Context: an optimization exercise on an open-source flow, tuned for small area, a short achievable clock period and few clock cycles per item. The choices shown serve that exercise and are no tape-out recipe. Only simulation tests tie the RTL to the original design; equivalence was not proved.

## design/flow/config.mk

```make
export PLATFORM = sky130hd
export DESIGN_NAME = aes_inv_top
export DESIGN_NICKNAME = aes_inv_top
export VERILOG_FILES = /design/flow/design.v
export SDC_FILE = /design/flow/constraint.sdc
export NUM_CORES = 4
export LEC_CHECK = 0
export CAP_MARGIN = 20
export CORE_MARGIN = 2
export CORE_UTILIZATION = 40
export SLEW_MARGIN = 20
```

## design/flow/constraint.sdc

```tcl
create_clock -name core_clock -period 8.0 [get_ports {clk_sys}]
set_input_delay 1.6000 -clock core_clock [delete_from_list [all_inputs] [get_ports {clk_sys}]]
set_output_delay 1.6000 -clock core_clock [all_outputs]
set_load 0.01 [all_outputs]
```

## design/flow/design.v

```verilog
`timescale 1ns/1ps
module aes_inv_key_sched (
  input  logic                clk_sys,
  input  logic                rst_n,
  input  logic [127:0]        key_last,
  input  logic                key_load,
  input  logic                key_step,
  output logic [127:0]        key_prev
);
  localparam int STATE_W = 128;
  localparam int WORD_W = 32;
  localparam int BYTE_W = 8;
  localparam logic sbox_fwd = 1'b0;
  localparam logic sbox_inv = 1'b1;
  localparam logic [7:0] RCON_LAST = 8'h36;
  localparam logic [63:0] ISO_MAP = 64'hA0DE_ACAE_C69E_5243;
  localparam logic [63:0] ISO_INV = 64'hE244_6276_3E9E_3075;
  function automatic logic [7:0] gf_xtime(logic [7:0] b);
    gf_xtime = {b[6:0], 1'b0} ^ (b[7] ? 8'h1b : 8'h00);
  endfunction
  function automatic logic [7:0] gf_div2(logic [7:0] b);
    logic [8:0] tmp;
    tmp = {1'b0, b} ^ (b[0] ? 9'h11b : 9'h000);
    gf_div2 = tmp[8:1];
  endfunction
  function automatic logic [7:0] rotl8(logic [7:0] x, int n);
    logic [15:0] d;
    d = {x, x} << n;
    rotl8 = d[15:8];
  endfunction
  function automatic logic [7:0] gf_bitmat(logic [7:0] x, logic [63:0] m);
    logic [7:0] y;
    for (int i = 0; i < 8; i++) begin
      y[i] = ^(x & m[8*i +: 8]);
    end
    gf_bitmat = y;
  endfunction
  function automatic logic [1:0] gf2_mul(logic [1:0] a, logic [1:0] b);
    logic [1:0] y;
    y[1] = (a[1] & b[1]) ^ (a[0] & b[1]) ^ (a[1] & b[0]);
    y[0] = (a[1] & b[1]) ^ (a[0] & b[0]);
    gf2_mul = y;
  endfunction
  function automatic logic [3:0] gf4_mul(logic [3:0] a, logic [3:0] b);
    logic [1:0] hh;
    logic [1:0] mm;
    logic [1:0] ll;
    logic [1:0] phi;
    hh = gf2_mul(a[3:2], b[3:2]);
    mm = gf2_mul(a[3:2] ^ a[1:0], b[3:2] ^ b[1:0]);
    ll = gf2_mul(a[1:0], b[1:0]);
    phi = {hh[1] ^ hh[0], hh[1]};
    gf4_mul = {mm ^ ll, phi ^ ll};
  endfunction
  function automatic logic [3:0] gf4_inv(logic [3:0] a);
    case (a)
      4'h0: gf4_inv = 4'h0;
      4'h1: gf4_inv = 4'h1;
      4'h2: gf4_inv = 4'h3;
      4'h3: gf4_inv = 4'h2;
      4'h4: gf4_inv = 4'hf;
      4'h5: gf4_inv = 4'hc;
      4'h6: gf4_inv = 4'h9;
      4'h7: gf4_inv = 4'hb;
      4'h8: gf4_inv = 4'ha;
      4'h9: gf4_inv = 4'h6;
      4'ha: gf4_inv = 4'h8;
      4'hb: gf4_inv = 4'h7;
      4'hc: gf4_inv = 4'h5;
      4'hd: gf4_inv = 4'he;
      4'he: gf4_inv = 4'hd;
      default: gf4_inv = 4'h4;
    endcase
  endfunction
  function automatic logic [7:0] gf8_inv(logic [7:0] x);
    logic [7:0]      iso;
    logic [3:0] sq;
    logic [3:0] lam;
    logic [3:0] sum;
    logic [3:0] d_inv;
    iso = gf_bitmat(x, ISO_MAP);
    sq = {iso[7], iso[7] ^ iso[6], iso[6] ^ iso[5], iso[7] ^ iso[5] ^ iso[4]};
    lam = {sq[2] ^ sq[0], ^sq, sq[3], sq[2]};
    sum = iso[7:4] ^ iso[3:0];
    d_inv = gf4_inv(lam ^ gf4_mul(sum, iso[3:0]));
    gf8_inv = gf_bitmat({gf4_mul(iso[7:4], d_inv), gf4_mul(sum, d_inv)}, ISO_INV);
  endfunction
  function automatic logic [7:0] affine_fwd(logic [7:0] x);
    affine_fwd = x ^ rotl8(x, 1) ^ rotl8(x, 2) ^ rotl8(x, 3) ^ rotl8(x, 4) ^ 8'h63;
  endfunction
  function automatic logic [7:0] affine_inv(logic [7:0] x);
    affine_inv = rotl8(x, 1) ^ rotl8(x, 3) ^ rotl8(x, 6) ^ 8'h05;
  endfunction
  function automatic logic [7:0] sbox(logic [7:0] x, logic dir);
    logic [7:0] inv;
    inv = gf8_inv((dir == sbox_inv) ? affine_inv(x) : x);
    sbox = (dir == sbox_fwd) ? affine_fwd(inv) : inv;
  endfunction
  function automatic logic [31:0] inv_mix_column(logic [31:0] col);
    logic [7:0] a  [4];
    logic [7:0] x2 [4];
    logic [7:0] x4 [4];
    logic [7:0] x8 [4];
    logic [7:0] m9 [4];
    logic [7:0] mb [4];
    logic [7:0] md [4];
    logic [7:0] me [4];
    for (int i = 0; i < 4; i++) begin
      a[i] = col[32-1-8*i -: 8];
      x2[i] = gf_xtime(a[i]);
      x4[i] = gf_xtime(x2[i]);
      x8[i] = gf_xtime(x4[i]);
      m9[i] = x8[i] ^ a[i];
      mb[i] = x8[i] ^ x2[i] ^ a[i];
      md[i] = x8[i] ^ x4[i] ^ a[i];
      me[i] = x8[i] ^ x4[i] ^ x2[i];
    end
    inv_mix_column = {me[0] ^ mb[1] ^ md[2] ^ m9[3],
            m9[0] ^ me[1] ^ mb[2] ^ md[3],
            md[0] ^ m9[1] ^ me[2] ^ mb[3],
            mb[0] ^ md[1] ^ m9[2] ^ me[3]};
  endfunction
  localparam int BYTES_PER_WORD = WORD_W / BYTE_W;
  logic [127:0] key_q;
  logic [7:0]  rcon_q;
  logic [31:0] w0;
  logic [31:0] w1;
  logic [31:0] w2;
  logic [31:0] w3;
  logic [31:0] p0;
  logic [31:0] p1;
  logic [31:0] p2;
  logic [31:0] p3;
  logic [31:0] rot_w;
  logic [31:0] sub_w;
  assign {w0, w1, w2, w3} = key_q;
  assign p3 = w3 ^ w2;
  assign p2 = w2 ^ w1;
  assign p1 = w1 ^ w0;
  assign rot_w = {p3[WORD_W-BYTE_W-1:0], p3[WORD_W-1 -: BYTE_W]};
  always_comb begin
    for (int b = 0; b < BYTES_PER_WORD; b++) begin
      sub_w[BYTE_W*b +: BYTE_W] = sbox(rot_w[BYTE_W*b +: BYTE_W], sbox_fwd);
    end
  end
  assign p0 = w0 ^ sub_w ^ {rcon_q, {(WORD_W-BYTE_W){1'b0}}};
  assign key_prev = key_load ? key_last : {p0, p1, p2, p3};
  always_ff @(posedge clk_sys or negedge rst_n) begin
    if (!rst_n) begin
      rcon_q <= RCON_LAST;
    end else if (key_load) begin
      rcon_q <= RCON_LAST;
    end else if (key_step) begin
      rcon_q <= gf_div2(rcon_q);
    end
  end
  always_ff @(posedge clk_sys) begin
    if (key_load || key_step) begin
      key_q <= key_prev;
    end
  end
endmodule
`timescale 1ns/1ps
module aes_inv_round (
  input  logic [127:0]        state,
  input  logic                first_round,
  output logic [127:0]        round_out
);
  localparam int STATE_W = 128;
  localparam int WORD_W = 32;
  localparam int BYTE_W = 8;
  localparam logic sbox_fwd = 1'b0;
  localparam logic sbox_inv = 1'b1;
  localparam logic [7:0] RCON_LAST = 8'h36;
  localparam logic [63:0] ISO_MAP = 64'hA0DE_ACAE_C69E_5243;
  localparam logic [63:0] ISO_INV = 64'hE244_6276_3E9E_3075;
  function automatic logic [7:0] gf_xtime(logic [7:0] b);
    gf_xtime = {b[6:0], 1'b0} ^ (b[7] ? 8'h1b : 8'h00);
  endfunction
  function automatic logic [7:0] gf_div2(logic [7:0] b);
    logic [8:0] tmp;
    tmp = {1'b0, b} ^ (b[0] ? 9'h11b : 9'h000);
    gf_div2 = tmp[8:1];
  endfunction
  function automatic logic [7:0] rotl8(logic [7:0] x, int n);
    logic [15:0] d;
    d = {x, x} << n;
    rotl8 = d[15:8];
  endfunction
  function automatic logic [7:0] gf_bitmat(logic [7:0] x, logic [63:0] m);
    logic [7:0] y;
    for (int i = 0; i < 8; i++) begin
      y[i] = ^(x & m[8*i +: 8]);
    end
    gf_bitmat = y;
  endfunction
  function automatic logic [1:0] gf2_mul(logic [1:0] a, logic [1:0] b);
    logic [1:0] y;
    y[1] = (a[1] & b[1]) ^ (a[0] & b[1]) ^ (a[1] & b[0]);
    y[0] = (a[1] & b[1]) ^ (a[0] & b[0]);
    gf2_mul = y;
  endfunction
  function automatic logic [3:0] gf4_mul(logic [3:0] a, logic [3:0] b);
    logic [1:0] hh;
    logic [1:0] mm;
    logic [1:0] ll;
    logic [1:0] phi;
    hh = gf2_mul(a[3:2], b[3:2]);
    mm = gf2_mul(a[3:2] ^ a[1:0], b[3:2] ^ b[1:0]);
    ll = gf2_mul(a[1:0], b[1:0]);
    phi = {hh[1] ^ hh[0], hh[1]};
    gf4_mul = {mm ^ ll, phi ^ ll};
  endfunction
  function automatic logic [3:0] gf4_inv(logic [3:0] a);
    case (a)
      4'h0: gf4_inv = 4'h0;
      4'h1: gf4_inv = 4'h1;
      4'h2: gf4_inv = 4'h3;
      4'h3: gf4_inv = 4'h2;
      4'h4: gf4_inv = 4'hf;
      4'h5: gf4_inv = 4'hc;
      4'h6: gf4_inv = 4'h9;
      4'h7: gf4_inv = 4'hb;
      4'h8: gf4_inv = 4'ha;
      4'h9: gf4_inv = 4'h6;
      4'ha: gf4_inv = 4'h8;
      4'hb: gf4_inv = 4'h7;
      4'hc: gf4_inv = 4'h5;
      4'hd: gf4_inv = 4'he;
      4'he: gf4_inv = 4'hd;
      default: gf4_inv = 4'h4;
    endcase
  endfunction
  function automatic logic [7:0] gf8_inv(logic [7:0] x);
    logic [7:0]      iso;
    logic [3:0] sq;
    logic [3:0] lam;
    logic [3:0] sum;
    logic [3:0] d_inv;
    iso = gf_bitmat(x, ISO_MAP);
    sq = {iso[7], iso[7] ^ iso[6], iso[6] ^ iso[5], iso[7] ^ iso[5] ^ iso[4]};
    lam = {sq[2] ^ sq[0], ^sq, sq[3], sq[2]};
    sum = iso[7:4] ^ iso[3:0];
    d_inv = gf4_inv(lam ^ gf4_mul(sum, iso[3:0]));
    gf8_inv = gf_bitmat({gf4_mul(iso[7:4], d_inv), gf4_mul(sum, d_inv)}, ISO_INV);
  endfunction
  function automatic logic [7:0] affine_fwd(logic [7:0] x);
    affine_fwd = x ^ rotl8(x, 1) ^ rotl8(x, 2) ^ rotl8(x, 3) ^ rotl8(x, 4) ^ 8'h63;
  endfunction
  function automatic logic [7:0] affine_inv(logic [7:0] x);
    affine_inv = rotl8(x, 1) ^ rotl8(x, 3) ^ rotl8(x, 6) ^ 8'h05;
  endfunction
  function automatic logic [7:0] sbox(logic [7:0] x, logic dir);
    logic [7:0] inv;
    inv = gf8_inv((dir == sbox_inv) ? affine_inv(x) : x);
    sbox = (dir == sbox_fwd) ? affine_fwd(inv) : inv;
  endfunction
  function automatic logic [31:0] inv_mix_column(logic [31:0] col);
    logic [7:0] a  [4];
    logic [7:0] x2 [4];
    logic [7:0] x4 [4];
    logic [7:0] x8 [4];
    logic [7:0] m9 [4];
    logic [7:0] mb [4];
    logic [7:0] md [4];
    logic [7:0] me [4];
    for (int i = 0; i < 4; i++) begin
      a[i] = col[32-1-8*i -: 8];
      x2[i] = gf_xtime(a[i]);
      x4[i] = gf_xtime(x2[i]);
      x8[i] = gf_xtime(x4[i]);
      m9[i] = x8[i] ^ a[i];
      mb[i] = x8[i] ^ x2[i] ^ a[i];
      md[i] = x8[i] ^ x4[i] ^ a[i];
      me[i] = x8[i] ^ x4[i] ^ x2[i];
    end
    inv_mix_column = {me[0] ^ mb[1] ^ md[2] ^ m9[3],
            m9[0] ^ me[1] ^ mb[2] ^ md[3],
            md[0] ^ m9[1] ^ me[2] ^ mb[3],
            mb[0] ^ md[1] ^ m9[2] ^ me[3]};
  endfunction
  localparam int NUM_COLS = STATE_W / WORD_W;
  localparam int NUM_ROWS = WORD_W / BYTE_W;
  logic [127:0] mixed;
  logic [127:0] shifted;
  always_comb begin
    for (int c = 0; c < NUM_COLS; c++) begin
      if (first_round) begin
        mixed[STATE_W-1-WORD_W*c -: WORD_W] = state[STATE_W-1-WORD_W*c -: WORD_W];
      end else begin
        mixed[STATE_W-1-WORD_W*c -: WORD_W] =
          inv_mix_column(state[STATE_W-1-WORD_W*c -: WORD_W]);
      end
    end
  end
  always_comb begin
    for (int c = 0; c < NUM_COLS; c++) begin
      for (int r = 0; r < NUM_ROWS; r++) begin
        shifted[STATE_W-1-BYTE_W*(NUM_ROWS*c+r) -: BYTE_W] =
          mixed[STATE_W-1-BYTE_W*(NUM_ROWS*((c-r+NUM_COLS)%NUM_COLS)+r) -: BYTE_W];
      end
    end
  end
  always_comb begin
    for (int i = 0; i < NUM_COLS*NUM_ROWS; i++) begin
      round_out[BYTE_W*i +: BYTE_W] = sbox(shifted[BYTE_W*i +: BYTE_W], sbox_inv);
    end
  end
endmodule
`timescale 1ns/1ps
module aes_inv_control (
  input  logic                clk_sys,
  input  logic                rst_n,
  input  logic                req,
  input  logic [127:0]        cipher_text,
  input  logic [127:0]        key_prev,
  input  logic [127:0]        round_out,
  output logic                ack,
  output logic [127:0]        plain_text,
  output logic [127:0]        state,
  output logic                first_round,
  output logic                key_load,
  output logic                key_step
);
  localparam int NUM_ROUNDS = 10;
  localparam logic [1:0] ctrl_idle = 2'd0;
  localparam logic [1:0] ctrl_run  = 2'd1;
  localparam logic [1:0] ctrl_done = 2'd2;
  logic [1:0]  ctrl_q;
  logic [1:0]  ctrl_d;
  logic [3:0]  round_q;
  logic [127:0]      data_q;
  logic        last_round;
  assign last_round = (round_q == 4'(NUM_ROUNDS - 1));
  always_comb begin
    ctrl_d = ctrl_q;
    case (ctrl_q)
      ctrl_idle: begin
        if (req) begin
          ctrl_d = ctrl_run;
        end
      end
      ctrl_run: begin
        if (last_round) begin
          ctrl_d = ctrl_done;
        end
      end
      ctrl_done: begin
        if (!req) begin
          ctrl_d = ctrl_idle;
        end
      end
      default: ctrl_d = ctrl_idle;
    endcase
  end
  always_ff @(posedge clk_sys or negedge rst_n) begin
    if (!rst_n) begin
      ctrl_q <= ctrl_idle;
    end else begin
      ctrl_q <= ctrl_d;
    end
  end
  always_ff @(posedge clk_sys or negedge rst_n) begin
    if (!rst_n) begin
      round_q <= '0;
    end else if (key_load) begin
      round_q <= '0;
    end else if (key_step) begin
      round_q <= round_q + 1'b1;
    end
  end
  always_ff @(posedge clk_sys) begin
    if (key_load) begin
      data_q <= cipher_text ^ key_prev;
    end else if (key_step) begin
      data_q <= round_out ^ key_prev;
    end
  end
  assign key_load = (ctrl_q == ctrl_idle) && req;
  assign key_step = (ctrl_q == ctrl_run);
  assign first_round = key_step && (round_q == '0);
  assign state = data_q;
  assign plain_text = data_q;
  assign ack = (ctrl_q == ctrl_done);
endmodule
`timescale 1ns/1ps
module aes_inv_top (
  input  logic                clk_sys,
  input  logic                rst_n,
  input  logic                req,
  input  logic [127:0]        cipher_text,
  input  logic [127:0]        key_last,
  output logic                ack,
  output logic [127:0]        plain_text
);
  logic   key_load;
  logic   key_step;
  logic   first_round;
  logic [127:0] key_prev;
  logic [127:0] state;
  logic [127:0] round_out;
  aes_inv_control u_control (
    .clk_sys     (clk_sys),
    .rst_n       (rst_n),
    .req         (req),
    .cipher_text (cipher_text),
    .key_prev    (key_prev),
    .round_out   (round_out),
    .ack         (ack),
    .plain_text  (plain_text),
    .state       (state),
    .first_round (first_round),
    .key_load    (key_load),
    .key_step    (key_step)
  );
  aes_inv_round u_round (
    .state       (state),
    .first_round (first_round),
    .round_out   (round_out)
  );
  aes_inv_key_sched u_key_sched (
    .clk_sys  (clk_sys),
    .rst_n    (rst_n),
    .key_last (key_last),
    .key_load (key_load),
    .key_step (key_step),
    .key_prev (key_prev)
  );
endmodule
```

## design/flow/run.sh

```bash
#!/bin/bash
# synth_recipe.tcl (not shown) runs the flow's synth.tcl, then flattens the netlist and writes it again
# the make line also repeats each setting of config.mk as NAME=value (left out here)
make -C /OpenROAD-flow-scripts/flow DESIGN_CONFIG=/design/flow/config.mk WORK_HOME=/design/flow/orfs CLKGATE_MAP_FILE= SYNTH_SCRIPT=/design/flow/synth_recipe.tcl finish
```

==> results.py <==
metrics = {
    "floorplan": {
        "die_width_um": 369,
        "top_level_ports": 388,
        "start_util_pct": 40.1,
        "core-area_um2": 133000,
        "die_h_um": 369,
        "rows": 134,
        "die-area_um2": 136000,
    },
    "sta": {
        "rsz0062_at_grt": "yes",
        "worstMarginPinSlew_ns": 1.16,
        "fmax_ghz": 0.128,
        "hold_viol": 0,
        "period_needed_ns": 7.79,
        "finalSetupViolCount": 0,
        "fin_crit_sh_pct": 97.4,
        "layout_setup_ws_ns": 0.209,
        "maxSlewViolCount": 0,
        "fin_skew_ns": 0.0543,
        "slew_headroom_pct": 22.4,
    },
    "placed_design": {
        "port_buffers": 387,
        "place_ws_ns": -0.297,
        "gp_congestion": 0.992,
        "placed_area_um2": 62600,
        "dp_hpwl_mm": 162,
    },
    "setup_path": {
        "ff2ff_setup_slack_ns": 0.21,
        "max_stage_delay_ns": 0.50,
        "crit_fanout": 7,
        "startpoint_type": "flop",
        "cp-end-kind": "flop",
        "rr_worst_depth": 27,
        "r2r-start": "u_control.data_q[53]$_DFFE_PP_",
        "cp_data_arrival_time_ns": 8.14,
        "worstReg2RegEnd": "u_control.data_q[108]$_DFFE_PP_",
        "cp.required_ns": 8.35,
        "cpMaxStageDelayCell": "xnor3_2",
        "path_class": "reg2reg",
    },
    "yosys": {
        "synthMuxAreaShare_pct": 6.07,
        "synth_ff_type": "edfxtp_1",
        "synthSimpleGateAreaFrac_pct": 11.4,
        "synth_enable_flop_cells": 256,
        "synth_area_um2": 53400,
        "async_flop_share_pct": 5.19,
        "synthXorXnorAreaFrac_pct": 49.7,
        "synth-seq-area-share_pct": 15.1,
        "synth_area_per_cell_um2": 9.23,
        "synth_fa_ha_area_share_pct": 3.17,
        "yosys_warnings": 35,
        "synth_cell_types": 111,
        "synth_compound_area_share_pct": 11.3,
        "synth_nets": 6177,
        "ys_seq_elements": 270,
        "syn_inst": 5783,
        "synth_top_family_by_area": "XOR/XNOR gates",
    },
    "detailed_routing": {
        "wl_per_cell_um": 23.4,
        "dr_total_vias": 45500,
        "drt-pass1-iter-count": 5,
        "vias_per_cell": 5.40,
        "ant_nets": 0,
        "drtIter0Drc": 3890,
        "drc": 0,
        "wirelength_mm": 198,
    },
    "clock_network": {
        "cts_inserted_buffers": 37,
        "cts_tree": "yes",
        "clock_insertion_delay_worst_skew_ns": 0.60,
        "cts-root-buf": "clkbuf_16",
        "htree_levels": 2,
        "cts_hold_buf": 0,
        "cts.sinks": 270,
        "clockBufferDepth": 3,
        "cts.clk_slew.worst_paths_ns": 0.06,
    },
    "finish": {
        "finalInstanceArea_um2": 65900,
        "area_growth_syn_to_layout_pct": 23.5,
        "nets": 7013,
        "drive_gt1_share_pct": 16.6,
        "most-common-layout-cells": "xnor2_1 (1282), buf_4 (640), xor2_1 (555), nor2_1 (451), nand2_1 (440)",
        "final_common_cell": "xnor2_1",
    },
    "run": {
        "maxCapViolCount": 0,
    },
    "run_status": {
        "status": "timing/DRC/antenna clean",
    },
    "hold_path": {
        "whs_endpoint": "u_key_sched.rcon_q[4]$_DFFE_PN1P_",
        "hold_start": "u_key_sched.rcon_q[5]$_DFFE_PN1P_",
        "min_path_cells": 2,
        "hold_class": "reg2reg",
    },
    "global_route": {
        "grt_pass1_wl_mm": 285,
        "grt_pass1_vias": 43200,
        "grt_max_degree": 163,
        "overflow": 0,
        "antenna_found_initial": 17,
        "track_usage_pct": 27.8,
    },
}
-- routing by layer --
layer	GRT usage (%)	share of wire (%)	vias up
li1	-	-	21500
met1	38.2	44	22200
met5	0	0.051	-
met4	8.74	3.3	16
met2	43.8	45	1609
met3	5.43	8.3	244
-- state kept, by name, summed over array words and instances (netlist names) --
signal	cells
u_control.ctrl_q	2
u_control.data_q	128
u_control.round_q	4
u_key_sched.key_q	128
u_key_sched.rcon_q	8
-- metrics by stage --
step,utilization (%),hold slack (ns),std cells,TNS [ns]
6_report,49.6,0.504,8427,0
5_1_grt,49.6,0.524,8421,-0.370
3_3_place_gp,47.1,0.492,8246,-0.821
3_5_place_dp,47.1,0.498,8247,-1.56
4_1_cts,48.2,0.506,8334,-0.0365
2_1_floorplan,-,0.478,5783,0
-- critical path: cells and delay by family, from the launching register on --
| family | cells | cell delay (ns) |
|---|---|---|
| muxes | 2 | 0.55 |
| adders and majority gates | 1 | 0.29 |
| and+or+nand+nor | 6 | 1.04 |
| AOI/OAI and AO/OA | 4 | 0.98 |
| DFF | 1 | 0.47 |
| xor gates and xnor gates | 13 | 4.13 |
| buffers and inverters | 1 | 0.08 |
-- final cells by class --
class	count	area, um^2
Clock inverter	19	149
Timing Repair Buffer	1044	8980
Clock buffer	49	1000
Tap cell	1768	2210
Sequential cell	270	8040
Inverter	167	627
Multi-Input combinational cell	5099	44900
Fill cell	12400	67000
Antenna cell	11	27.5
-- synthesized netlist by cell type (17+ instances only) --
cell / count / share of area (%)
inv_1: 165 / 1.2
o21ai_0: 252 / 2.4
o21a_1: 29 / 0.41
o22ai_1: 53 / 0.62
mux4_2: 21 / 0.89
buf_4: 23 / 0.32
nor2_1: 454 / 3.2
nand3_1: 59 / 0.55
a21o_1: 22 / 0.31
nand2b_1: 65 / 0.76
nor3_1: 60 / 0.56
xnor3_1: 314 / 13
edfxtp_1: 256 / 14
o211ai_1: 32 / 0.45
nand2_1: 443 / 3.1
mux2_2: 54 / 1.1
clkbuf_1: 133 / 0.94
a211oi_1: 41 / 0.58
xor2_1: 580 / 9.5
xor3_1: 59 / 2.6
and3_1: 18 / 0.21
and2_1: 39 / 0.46
mux2i_1: 197 / 3.7
a22oi_1: 18 / 0.25
ha_1: 135 / 3.2
nor3b_1: 17 / 0.24
or3_1: 22 / 0.26
xnor2_1: 1369 / 22
nor2b_1: 59 / 0.69
a31oi_1: 17 / 0.20
xnor2_2: 39 / 1.2
a21oi_1: 290 / 2.7
or2_2: 25 / 0.29
buf_2: 77 / 0.72
o21ai_1: 27 / 0.25
-- cells by family after synthesis --
group,Yosys count
buffers and inverters,414
adders and majority gates,135
xor gates and xnor gates,2379
AOI/OAI and AO/OA,963
and+or+nand+nor,1338
DFF,270
muxes,284
-- how the worst max path moves through the flow --
stage	cells past startpoint	startpoint	to	slack, ns
2_1_floorplan	34	u_control.round_q[0]$_DFFE_PN0P_	u_control.data_q[5]$_DFFE_PP_	0.02
3_3_place_gp	27	u_control.data_q[53]$_DFFE_PP_	u_control.data_q[108]$_DFFE_PP_	-0.30
3_5_place_dp	26	u_control.data_q[53]$_DFFE_PP_	u_control.data_q[108]$_DFFE_PP_	-0.30
4_1_cts	27	u_control.data_q[53]$_DFFE_PP_	u_control.data_q[108]$_DFFE_PP_	-0.04
5_1_grt	25	u_control.data_q[37]$_DFFE_PP_	u_control.data_q[20]$_DFFE_PP_	-0.07
6_report	27	u_control.data_q[53]$_DFFE_PP_	u_control.data_q[108]$_DFFE_PP_	0.21
-- repair_timing --
item / CTS / global route
setup buffers: 19 / 82
pin swaps: 3 / 33
setup endpoints to repair: 22 / 112
resized for setup: 25 / 179
Testbench counts, summed over its fixed seeds: cycles 4,600, blocks 384.

-- static timing again, ports no longer ideal --
In the flow no input, the clock included, has a driving cell. The finished layout below was timed again as built, in two steps.
Step 1 assumes that a clkbuf_16 drives the clock port and a buf_2 every other input.
Step 2, shift: input delay + t, output delay - t, t = (earliest + latest rising clock arrival at the registers) / 2. This alone moves slack from input paths to output paths.
Slacks: ideal ports / drivers / drivers and shift; pairs: ideal ports / drivers.
shift t [ns]: 0.645
slack for setup (ns): 0.209 / 0.209 / 0.209
hold slack, ns: 0.504 / 0.504 / 0.504
latest minus earliest clock arrival (ns): 0.055 / 0.055
cell pins on the clock port's net: 1
After both steps setup and hold are still met in this run. The setup slack of this run moves by 0.000 ns with the drivers and by 0.000 ns with both steps.
